This design comes from an exercise in tuning for small area, a short achievable clock period and few clock cycles per item on the open sky130 flow, not from production work.
Function was not checked in any run shown here: the RTL went through the layout flow alone.
Power is estimated from default activity; no workload was simulated.

[flow/run.sh]
#!/bin/bash
# synth_recipe.tcl (not shown) runs the flow's synth.tcl, then flattens the netlist and writes it again
# the make line also repeats each setting of config.mk as NAME=value (left out here)
make -C /OpenROAD-flow-scripts/flow DESIGN_CONFIG=/design/flow/config.mk WORK_HOME=/design/flow/orfs CLKGATE_MAP_FILE= SYNTH_SCRIPT=/design/flow/synth_recipe.tcl finish
[flow/config.mk]
export PLATFORM = sky130hd
export DESIGN_NAME = strided_index_generator_top
export DESIGN_NICKNAME = strided_index_generator_top
export VERILOG_FILES = /design/flow/design.v
export SDC_FILE = /design/flow/constraint.sdc
export NUM_CORES = 4
export LEC_CHECK = 0
export ABC_CLOCK_PERIOD_IN_PS = 3000
export CAP_MARGIN = 20
export CORE_MARGIN = 2
export CORE_UTILIZATION = 40
export SETUP_SLACK_MARGIN = 5.0
export SLEW_MARGIN = 20
[flow/constraint.sdc]
create_clock -name core_clock -period 8.0 [get_ports {clk}]
set_input_delay 1.6000 -clock core_clock [delete_from_list [all_inputs] [get_ports {clk}]]
set_output_delay 1.6000 -clock core_clock [all_outputs]
set_load 0.01 [all_outputs]
[flow/design.v]
package sig_pkg;
  localparam int NDIM      = 4;
  localparam int SIZE_W    = 16;
  localparam int STRIDE_W  = 32;
  localparam int LIN_W     = 64;
  localparam int OFF_W     = 50;
  localparam int CFG_IDX_W = 3;
  localparam int CFG_W     = 32;
endpackage
module strided_index_generator_top (
  input  logic                            clk,
  input  logic                            rst_n,
  input  logic                            cfg_we,
  input  logic [sig_pkg::CFG_IDX_W-1:0]   cfg_index,
  input  logic [sig_pkg::CFG_W-1:0]       cfg_wdata,
  input  logic                            in_valid,
  output logic                            in_stall,
  input  logic                            in_restart,
  output logic                            out_valid,
  input  logic                            out_stall,
  output logic [sig_pkg::LIN_W-1:0]       out_linear_index,
  output logic [sig_pkg::OFF_W-1:0]       out_source_offset,
  output logic                            out_last
);
  logic [15:0] szm1_r   [4];   
  logic [31:0] stride_r [4];
  logic [15:0] cur_r [4];
  logic [3:0]  ae_r;
  logic [63:0] lin_r;
  logic [47:0] b0_r;
  logic [48:0] b1_r;
  logic [49:0] b2_r;
  logic [49:0] b3_r;
  logic [49:0] a_r;
  logic [47:0] y_r;
  logic        ov_r;      
  logic        pv_r;      
  logic        pr_r;      
  logic        need_r;    
  logic        busy_r;    
  logic        done_r;    
  logic        init_r;    
  logic        fin_r;     
  logic [1:0]  dim_r;     
  logic [4:0]  bit_r;     
  logic [3:0]  ge_r;      
  logic src_v, src_rs, restart, gen, start_rb, out_free;
  assign out_free = !ov_r || !out_stall;
  assign src_v    = pv_r || in_valid;
  assign src_rs   = pv_r ? pr_r : in_restart;
  assign restart  = src_rs || (&ae_r);
  assign gen      = src_v && out_free && !busy_r && (!need_r || done_r || restart);
  assign start_rb = src_v && !busy_r && need_r && !done_r && !restart;
  logic [3:0]  cr;        
  logic [3:0]  sel;       
  logic [3:0]  z;         
  logic [3:0]  ae_inc;    
  logic [3:0]  ae_nx;     
  logic [3:0]  ks_nx;     
  logic [3:0]  ks_z;      
  logic [15:0] cur_inc [4];
  logic [15:0] wsz;
  logic [49:0] sum;
  always_comb begin
    cr[3] = 1'b1;
    for (int d = 2; d >= 0; d--) cr[d] = cr[d+1] && ae_r[d+1];
    for (int d = 0; d < 4; d++) begin
      sel[d]     = cr[d] && !ae_r[d];
      z[d]       = szm1_r[d] == 16'd0;
      cur_inc[d] = cur_r[d] + 16'd1;
      ae_inc[d]  = (cur_inc[d] == szm1_r[d]) || (need_r && ge_r[d]);
      if (sel[d])      ae_nx[d] = ae_inc[d];
      else if (cr[d])  ae_nx[d] = z[d];
      else if (need_r) ae_nx[d] = ge_r[d];
      else             ae_nx[d] = ae_r[d];
    end
    ks_nx[3] = !ae_nx[3];
    ks_nx[2] = !ae_nx[2] && ae_nx[3];
    ks_nx[1] = !ae_nx[1] && ae_nx[3] && ae_nx[2];
    ks_nx[0] = !ae_nx[0] && ae_nx[3] && ae_nx[2] && ae_nx[1];
    ks_z[3]  = !z[3];
    ks_z[2]  = !z[2] && z[3];
    ks_z[1]  = !z[1] && z[3] && z[2];
    ks_z[0]  = !z[0] && z[3] && z[2] && z[1];
    wsz = cfg_wdata[15:0] - 16'(cfg_wdata[15:0] != 16'd0);
  end
  assign sum = a_r + 50'(y_r);
  logic [3:0] cbit, sbit;
  logic       cb;
  always_comb begin
    for (int d = 0; d < 4; d++) begin
      cbit[d] = cur_r[d][bit_r[3:0]];
      sbit[d] = szm1_r[d][bit_r[3:0]];
    end
    cb = cbit[dim_r];
  end
  logic rb_mul, rb_store, rb_init, rb_fin;
  assign rb_init  = busy_r && init_r;
  assign rb_fin   = busy_r && fin_r;
  assign rb_mul   = busy_r && !init_r && !fin_r && !bit_r[4];
  assign rb_store = busy_r && !init_r && !fin_r && bit_r[4];
  logic [49:0] a_nx;
  logic [47:0] y_nx, y_z;
  always_comb begin
    a_nx = '0;
    y_nx = '0;
    y_z  = '0;
    for (int d = 0; d < 4; d++) begin
      if (ks_nx[d]) y_nx = y_nx | 48'(stride_r[d]);
      if (ks_z[d])  y_z  = y_z  | 48'(stride_r[d]);
    end
    if (|(ks_nx & cr)) a_nx = sum;
    else if (ks_nx[0]) a_nx = 50'(b0_r);
    else if (ks_nx[1]) a_nx = 50'(b1_r);
    else if (ks_nx[2]) a_nx = b2_r;
  end
  always_ff @(posedge clk) begin
    if (!rst_n) begin
      for (int d = 0; d < 4; d++) begin
        szm1_r[d]   <= 16'd0;
        stride_r[d] <= '0;
      end
      stride_r[3] <= 32'd1;
    end else if (cfg_we) begin
      case (cfg_index)
        3'd0: szm1_r[0]   <= wsz;
        3'd1: szm1_r[1]   <= wsz;
        3'd2: szm1_r[2]   <= wsz;
        3'd3: szm1_r[3]   <= wsz;
        3'd4: stride_r[0] <= cfg_wdata;
        3'd5: stride_r[1] <= cfg_wdata;
        3'd6: stride_r[2] <= cfg_wdata;
        3'd7: stride_r[3] <= cfg_wdata;
        default: ;
      endcase
    end
  end
  always_ff @(posedge clk) begin
    if (!rst_n) begin
      ov_r   <= 1'b0;
      pv_r   <= 1'b0;
      ae_r   <= 4'hf;
      need_r <= 1'b0;
      busy_r <= 1'b0;
      done_r <= 1'b0;
    end else begin
      if (gen) ov_r <= 1'b1;
      else if (!out_stall) ov_r <= 1'b0;
      if (pv_r) begin
        if (gen) pv_r <= 1'b0;
      end else if (in_valid && !gen) begin
        pv_r <= 1'b1;
      end
      if (cfg_we && !(&ae_r)) need_r <= 1'b1;
      else if (gen) need_r <= 1'b0;
      if (start_rb) busy_r <= 1'b1;
      else if (rb_fin) busy_r <= 1'b0;
      if (gen) done_r <= 1'b0;
      else if (rb_fin) done_r <= 1'b1;
      if (gen) ae_r <= restart ? z : ae_nx;
    end
  end
  always_ff @(posedge clk) begin
    if (!pv_r) pr_r <= in_restart;
  end
  always_ff @(posedge clk) begin
    if (start_rb) begin
      init_r <= 1'b1;
      fin_r  <= 1'b0;
      dim_r  <= 2'd0;
      bit_r  <= 5'd0;
      ge_r   <= 4'hf;
    end else if (busy_r) begin
      init_r <= 1'b0;
      if (!init_r && !fin_r) begin
        if (bit_r[4]) begin
          bit_r <= 5'd0;
          dim_r <= dim_r + 2'd1;
          fin_r <= (dim_r == 2'd3);
        end else begin
          bit_r <= bit_r + 5'd1;
        end
        if (dim_r == 2'd0 && !bit_r[4]) begin
          for (int d = 0; d < 4; d++) begin
            if (cbit[d] != sbit[d]) ge_r[d] <= cbit[d];
          end
        end
      end
    end
  end
  always_ff @(posedge clk) begin
    if (gen) begin
      for (int d = 0; d < 4; d++) begin
        if (restart || (cr[d] && !sel[d])) cur_r[d] <= '0;
        else if (sel[d])                   cur_r[d] <= cur_inc[d];
      end
      lin_r <= restart ? '0 : lin_r + 64'd1;
    end
  end
  always_ff @(posedge clk) begin
    if (gen) begin
      if (restart) begin
        b0_r <= '0;
        b1_r <= '0;
        b2_r <= '0;
        b3_r <= '0;
      end else begin
        if (cr[0]) b0_r <= sum[47:0];
        if (cr[1]) b1_r <= sum[48:0];
        if (cr[2]) b2_r <= sum;
        b3_r <= sum;
      end
    end else if (rb_store) begin
      case (dim_r)
        2'd0: b0_r <= sum[47:0];
        2'd1: b1_r <= sum[48:0];
        2'd2: b2_r <= sum;
        2'd3: b3_r <= sum;
        default: ;
      endcase
    end
  end
  always_ff @(posedge clk) begin
    if (gen) begin
      a_r <= restart ? '0 : a_nx;
      y_r <= restart ? y_z : y_nx;
    end else if (rb_init) begin
      a_r <= '0;
      y_r <= 48'(stride_r[0]);
    end else if (rb_mul) begin
      if (cb) a_r <= sum;
      y_r <= (bit_r[3:0] == 4'd15) ? '0 : {y_r[46:0], 1'b0};
    end else if (rb_store) begin
      y_r <= 48'(stride_r[dim_r + 2'd1]);
    end else if (rb_fin) begin
      if (sel[0]) a_r <= 50'(b0_r);
      else if (sel[1]) a_r <= 50'(b1_r);
      else if (sel[2]) a_r <= b2_r;
      for (int d = 0; d < 4; d++) begin
        if (sel[d]) y_r <= 48'(stride_r[d]);
      end
    end
  end
  assign in_stall          = pv_r;
  assign out_valid         = ov_r;
  assign out_linear_index  = lin_r;
  assign out_source_offset = b3_r;
  assign out_last          = &ae_r;
endmodule
==> impl_metrics.tcl, run 1 <==
set metrics [dict create \
    status "finished clean" \
    worstSetupPathType "reg -> reg" \
    hold_viol_final 0 \
    wl_mm 147 \
    min_path_type "reg -> reg" \
    synth_top_area_share_pct 35.4 \
    synth_ff_type "edfxtp_1" \
    synth_edf_count 423 \
    ys_top_cells_by_count "nand2_1, edfxtp_1, nor2_1, clkbuf_1, dfxtp_1" \
    die_x_um 304 \
    groute.usage.overall_pct 29.9 \
    die-area_mm2 0.0922 \
    combPwrFrac_pct 44.6 \
    grt-ovfl-total 0 \
    cts_tree "built" \
    leakagePower_uw 0.0185 \
    fp.coreArea_mm2 0.0886 \
    r2r_slack_ns 4.36 \
    drt-vias-per-instance 6.47 \
    drcViolationCount 0 \
    startpoint "cur_r[3][1]" \
    synth_cells 3647 \
    synth_area_per_cell_um2 9.84 \
    maxClockFrequency_mhz 274 \
    finalClockSkew_ns 0.0501 \
    worstSetupEndpointType "register" \
    io_buffers 157 \
    p_per_area_mw_per_mm2 332 \
    drive_gt1_share_pct 26.8 \
    drt_pass1_iterations 10 \
    vias 34400 \
    cts.sinks 638 \
    p_switching_uw 6310 \
    cts-root-buf "clkbuf_16" \
    rows 109 \
    gp_congestion 0.887 \
    ant_nets 0 \
    rsz0062_at_grt "yes" \
    grt_start_max_net_pins 108 \
    numCtsBuffers 76 \
    relSlewSlack_pct 21.8 \
    switching_share_pct 39.1 \
    ys_ff_latch 638 \
    seqPwrFrac_pct 33.8 \
    synth_fp_nets 3751 \
    synth_top_cell_by_area "edfxtp_1" \
    nets 4197 \
    yosysUniqueCellTypes 91 \
    yosysSeqAreaShare_pct 47.4 \
    io-pin-count 158 \
    ff_latch_area_mm2 0.0170 \
    cp-start-kind "register" \
    multi_input_area_mm2 0.0211 \
    postSynth.asyncResetShare_pct 0 \
    internal_power_uw 9820 \
    ctsLongestPathBuffers 3 \
    fin_setup_tns_ns 0 \
    dp_hpwl_mm 73.9 \
    ir_worst_vdd_v 0.000205 \
    synthTopCellsByArea "edfxtp_1, dfxtp_1, nand2_1" \
    fin_crit_ns 3.64 \
    clock_latency_ns 0.65 \
    drtIter0Drc 5452 \
    finalCritPeriodShare_pct 45.5 \
    drv_slew 0 \
    postCtsHoldBufs 0 \
    nFillCells 7494 \
    reg2reg_from "cur_r[3][1]" \
    area_delta_synth_final_pct 35.3 \
    yosys_warnings 5 \
    cp.required_ns 8.36 \
    cts-htree-levels 3 \
    wl_per_cell_um 27.6 \
    grt_pass1_wl_mm 208 \
    setup_viol 0 \
    crit_fanout 6 \
    cts.clk_slew.worst_paths_ns 0.06 \
    grt_pass1_vias 32300 \
    maxCapViolations 0 \
    num_antenna_cells 0 \
    worstMarginPinSlew_ns 1.16 \
    yosysMostFrequentCell "nand2_1" \
    initial_core_util_pct 40.5 \
    power_uw 16100 \
    hp-start "stride_r[0][15]" \
    grt_antenna_before_repair 0 \
    pwr-share-clk_pct 21.6 \
    netlist_area_mm2 0.0359 \
    die_h_um 304 \
    post-route-util_pct 54.8 \
    arrival_ns 4.00 \
]
what timing repair did:
item	in CTS	in global routing
resized for setup	623	239
endpoints found under the setup margin	1108	740
gates cloned	55	19
pin swaps	153	143
buffers inserted	250	104
through the flow:
| step | std cells | hold slack, ns | worst slack (ns) | cell area (um^2) |
|---|---|---|---|---|
| 2_1_floorplan | 3647 | 0.456 | 4.02 | 37000 |
| 3_3_place_gp | 4751 | 0.477 | 2.75 | 39000 |
| 3_5_place_dp | 4751 | 0.484 | 2.67 | 39000 |
| 4_1_cts | 5189 | 0.492 | 4.43 | 46500 |
| 5_1_grt | 5313 | 0.528 | 4.18 | 48600 |
| 6_report | 5313 | 0.496 | 4.36 | 48600 |
worst paths after layout:
path                                         to  cells after the start
worst min register to register  stride_r[0][15]                      2
worst min-delay path            stride_r[0][15]                      2
worst max-delay path                    a_r[36]                     16
worst max register to register          a_r[36]                     16
cells in the final DEF, fill, tap and decap left out, types with 33 or more instances in the layout:
master / count
buf_4: 301
o21ai_0: 70
nand2_1: 519
nor2_1: 258
nand3_1: 100
ha_1: 37
and3_1: 50
dlygate4sd2_1: 91
o211a_1: 73
a221oi_1: 46
o211ai_1: 53
nor2_2: 35
a21o_1: 33
xnor2_1: 81
buf_12: 47
buf_6: 58
o221ai_1: 47
a222oi_1: 90
clkbuf_16: 88
a21oi_1: 144
mux4_2: 41
dfxtp_1: 208
nand2_2: 44
a21boi_0: 128
edfxtp_1: 423
nand4_1: 38
inv_1: 45
xor2_1: 92
power groups by stage:
stage / sequential [uW] / combinational (uW) / clock [uW]
after floorplan: 5300 / 3370 / 0
after global placement: 5520 / 4850 / 0
after detailed placement: 5510 / 4890 / 0
after CTS: 5410 / 6320 / 3510
after global routing: 5530 / 7540 / 3630
final: 5460 / 7200 / 3480
layer usage:
layer | vias up | global-route usage (%) | wire length [um]
met5 | - | 0 | 0
met3 | 553 | 7.17 | 18100
li1 | 14800 | - | -
met4 | 0 | 13.6 | 8400
met1 | 16700 | 40.3 | 56200
met2 | 2312 | 45.5 | 63800
critical path, stage by stage (launching register included):
cell and delay (ns):
edfxtp_1 0.47, ha_4 0.19, nand4_1 0.15, buf_4 0.20
nor3_4 0.23, a31oi_2 0.14, a211oi_2 0.36, and3b_2 0.29
buf_6 0.11, a22o_4 0.19, buf_6 0.12, nand4_1 0.13
nand4_1 0.15, buf_6 0.18, buf_12 0.16, buf_16 0.15
o221ai_1 0.14
cells by family (layout without fill, tap and decap cells):
logic type / after synthesis / count (layout) / share of synthesized area [%]
fa+ha+maj: 63 / 63 / 2.22
flops: 638 / 638 / 47.4
mux: 63 / 64 / 3.21
compound gates: 1015 / 1031 / 21.2
buf+inv: 322 / 790 / 3.53
simple gates: 1322 / 1338 / 16.6
xor+xnor: 224 / 224 / 5.89
flip-flops by register name, summed over array words and instances (netlist names), 2 cells and up:
register	flops
ge_r	4
a_r	50
b0_r	48
lin_r	64
ae_r	4
b3_r	50
y_r	48
stride_r	128
b1_r	49
cur_r	64
b2_r	50
szm1_r	64
bit_r	5
dim_r	2
final cells by class:
type | count | share of cell area (%)
sequential | 638 | 35.1
timing repair inverter | 6 | 0.157
tap | 1165 | 3.00
inverter | 53 | 0.515
clock buffer | 106 | 4.55
multi-input combinational | 2720 | 43.3
timing repair buffer | 598 | 12.9
clock inverter | 27 | 0.495
==> run 2, diff against run 1 <==
--- a/flow/config.mk
+++ b/flow/config.mk
@@ -9,5 +9,5 @@
 export CAP_MARGIN = 20
 export CORE_MARGIN = 2
 export CORE_UTILIZATION = 40
-export SETUP_SLACK_MARGIN = 5.0
+export SETUP_SLACK_MARGIN = 4.5
 export SLEW_MARGIN = 20
==> run 2 against run 1 <==
- still clean on timing, DRC and antenna
- non-clock buffer count decreased by 166
- clock skew down 0.016 ns
- cell count down 3.5%
- flip-flop and latch count unchanged
- worst hold slack worse by 0.00081 ns
- global-route usage decreased by 2.4 points
- power fell by 4.8%
- synthesized cell count did not move
- routed wire length decreased by 7.6%
- critical path depth unchanged
- first-iteration DRC count fell by 14%
- largest cell class unchanged
==> impl_metrics.tcl, run 2 <==
set metrics [dict create \
    status "finished clean" \
    yosys_warnings 5 \
    dp_hpwl_mm 75.2 \
    cts_tree "built" \
    drt-vias-per-instance 6.43 \
    wl_mm 135 \
    worstSetupPathType "reg -> reg" \
    hold_viol_final 0 \
    fin_setup_tns_ns 0 \
    final_common_cell "nand2_1" \
    cp-start-kind "register" \
    synthTopCellsByArea "edfxtp_1, dfxtp_1, nand2_1" \
    clock_latency_ns 0.66 \
    drcViolationCount 0 \
    drv_slew 0 \
    crit_fanout 4 \
    pwr-share-clk_pct 24.0 \
    finalCritPeriodShare_pct 47.2 \
    groute.usage.overall_pct 27.5 \
    mostFrequentLayoutCells "nand2_1, edfxtp_1, nor2_1, dfxtp_1, buf_4" \
    die_x_um 304 \
    numCtsBuffers 75 \
    setup_viol 0 \
    dp_cells 4753 \
    p_per_area_mw_per_mm2 336 \
    cp.required_ns 8.40 \
    synth_edf_count 423 \
    fp.coreArea_mm2 0.0886 \
    cts.clk_slew.worst_paths_ns 0.07 \
    min_path_type "reg -> reg" \
    combPwrFrac_pct 40.5 \
    synth_area_per_cell_um2 9.84 \
    grt_antenna_before_repair 0 \
    yosysUniqueCellTypes 91 \
    largest_reg_flops 128 \
    leakagePower_uw 0.0170 \
    area_delta_synth_final_pct 27.2 \
    maxCapViolations 0 \
    cts-root-buf "clkbuf_16" \
    vias 32900 \
    ir_worst_vdd_v 0.000195 \
    worst_slack_ns 4.22 \
    worstMarginPinSlew_ns 1.13 \
    worstSetupEndpointType "register" \
    grt_start_max_net_pins 126 \
    io-pin-count 158 \
    yosysMostFrequentCell "nand2_1" \
    yosysSeqAreaShare_pct 47.4 \
    io_buffers 157 \
    nets 4003 \
    ant_nets 0 \
    fin_cells 5127 \
    maxClockFrequency_mhz 265 \
    largest_register "stride_r" \
    ctsLongestPathBuffers 3 \
    seqPwrFrac_pct 35.5 \
    synth_top_area_share_pct 35.4 \
    num_antenna_cells 0 \
    rsz0062_at_grt "yes" \
    grt-ovfl-total 0 \
    synth_cells 3647 \
    synth_ff_type "edfxtp_1" \
    cts-htree-levels 3 \
    die_h_um 304 \
    netlist_area_mm2 0.0359 \
    grt_pass1_vias 30700 \
    place_ws_ns 2.39 \
    die-area_mm2 0.0922 \
    p_switching_uw 5890 \
    synth_top_cell_by_area "edfxtp_1" \
    grt_pass1_wl_mm 193 \
    gp_congestion 0.929 \
    internal_power_uw 9480 \
    wl_per_cell_um 26.4 \
    nFillCells 7844 \
    drt_pass1_iterations 13 \
    drive_gt1_share_pct 19.0 \
    postSynth.asyncResetShare_pct 0 \
    rows 109 \
    initial_core_util_pct 40.5 \
    finalClockSkew_ns 0.0337 \
    cts.sinks 638 \
    fin_crit_ns 3.78 \
    holdWs_ns 0.495 \
    power_uw 15400 \
    switching_share_pct 38.3 \
    drtIter0Drc 4668 \
    relSlewSlack_pct 24.6 \
    ys_ff_latch 638 \
    synth_fp_nets 3751 \
    ys_top_cells_by_count "nand2_1, edfxtp_1, nor2_1, clkbuf_1, dfxtp_1" \
    arrival_ns 4.17 \
]
-- run 2: cell count changes in the layout (fill, tap and decap cells not counted), sizes merged, moves of 4 or more --
cell / change
clkbuf: -13
clkinv: +9
nor2: -4
a21o: -6
dlygate4sd2: -85
clkdlybuf4s15: -23
clkdlybuf4s50: +121
bufinv: +4
and3: -6
buf: -174
-- run 2: logic make-up after synthesis --
kind of cell	share of synthesized area [%]
AND/OR/NAND/NOR	16.6
buffers and inverters	3.53
flip-flops	47.4
adder cells (fa/ha/maj)	2.22
XOR/XNOR	5.89
AO/OA/AOI/OAI	21.2
multiplexers	3.21
-- run 2: final cells by class --
class / instances / area, um^2 / area share, %
sequential: 638 / 17000 / 37.3
timing repair inverter: 2 / 25.0 / 0.0548
clock inverter: 45 / 504 / 1.10
clock buffer: 95 / 2150 / 4.70
tap: 1165 / 1460 / 3.19
multi-input combinational: 2697 / 19600 / 43.0
timing repair buffer: 432 / 4660 / 10.2
inverter: 53 / 235 / 0.515
-- run 2: critical path, cell delays in order, from the launching register on --
cell      delay (ns)
edfxtp_1        0.51
ha_4            0.20
nand4_1         0.15
or4_4           0.61
a21oi_4         0.16
a211oi_4        0.07
and3b_2         0.26
a22oi_2         0.21
buf_12          0.15
nor4_4          0.04
buf_4           0.15
buf_12          0.13
mux2_4          0.30
buf_12          0.14
buf_8           0.13
o41ai_4         0.19
a21oi_1         0.10
-- run 2: power groups by stage --
stage,sequential [uW],clock (uW),combinational (uW)
2_1_floorplan,5300,0,3180
3_3_place_gp,5490,0,4820
3_5_place_dp,5500,0,4860
4_1_cts,5410,3730,5540
5_1_grt,5540,3860,6570
6_report,5460,3690,6220
-- run 2: final timing paths --
| kind | from | end | slack [ns] | cells after the start |
|---|---|---|---|---|
| setup / recovery | cur_r[3][0] | y_r[5] | 4.22 | 16 |
| hold / removal | stride_r[0][15] | stride_r[0][15] | 0.49 | 2 |
| setup reg to reg | cur_r[3][0] | y_r[5] | 4.22 | 16 |
| hold reg to reg | stride_r[0][15] | stride_r[0][15] | 0.49 | 2 |
-- run 2: routing by layer --
layer,part of all wire (%),vias up,track usage (%)
met5,0,-,0
met4,4.6,0,10.6
met3,11,421,6.13
met2,45,2060,42.8
met1,39,16100,37.5
li1,-,14400,-
-- run 2: repair_timing --
action | CTS | global route
hold endpoints to repair | 0 | 0
buffers inserted | 123 | 70
setup endpoints to repair | 787 | 241
pin swaps | 70 | 151
resized for setup | 295 | 188
hold buffers | 0 | 0
gates cloned | 24 | 17
-- run 2: per-stage QoR --
stage / util, % / instance area (um^2)
floorplan: - / 36200
global placement: 43.5 / 38500
detailed placement: 43.5 / 38600
CTS: 49.5 / 43900
global route: 51.5 / 45700
finish: 51.5 / 45700

## port drivers added, routing unchanged
The flow's constraints put no driver on any port. The routed layouts listed below were extracted and timed again, unchanged, in two steps. Step 1 assumes that a clkbuf_16 drives the clock port and a buf_2 every other input. Step 2 adds t to the input delays and takes it off the output delays; t is the mean of the earliest and latest rising clock arrival at the registers after step 1. Input paths then give back, and output paths get back, about the clock's delay inside the block. Slacks: no drivers / after step 1 / after step 2; pairs: no drivers / after step 1.
run | t, ns | slack for setup (ns) | worst hold slack (ns) | clock arrival spread, ns | pins driven straight from the clock port
run 1 | 0.691 | 4.357 / 4.357 / 3.747 | 0.496 / 0.495 / 0.495 | 0.050 / 0.050 | 1
run 2 | 0.710 | 4.224 / 4.224 / 3.626 | 0.495 / 0.495 / 0.495 | 0.034 / 0.034 | 1
After both steps every run listed still meets setup and hold. For run 1, which loses most, drivers alone change the setup slack by 0.000 ns; drivers and shift together by -0.610 ns.
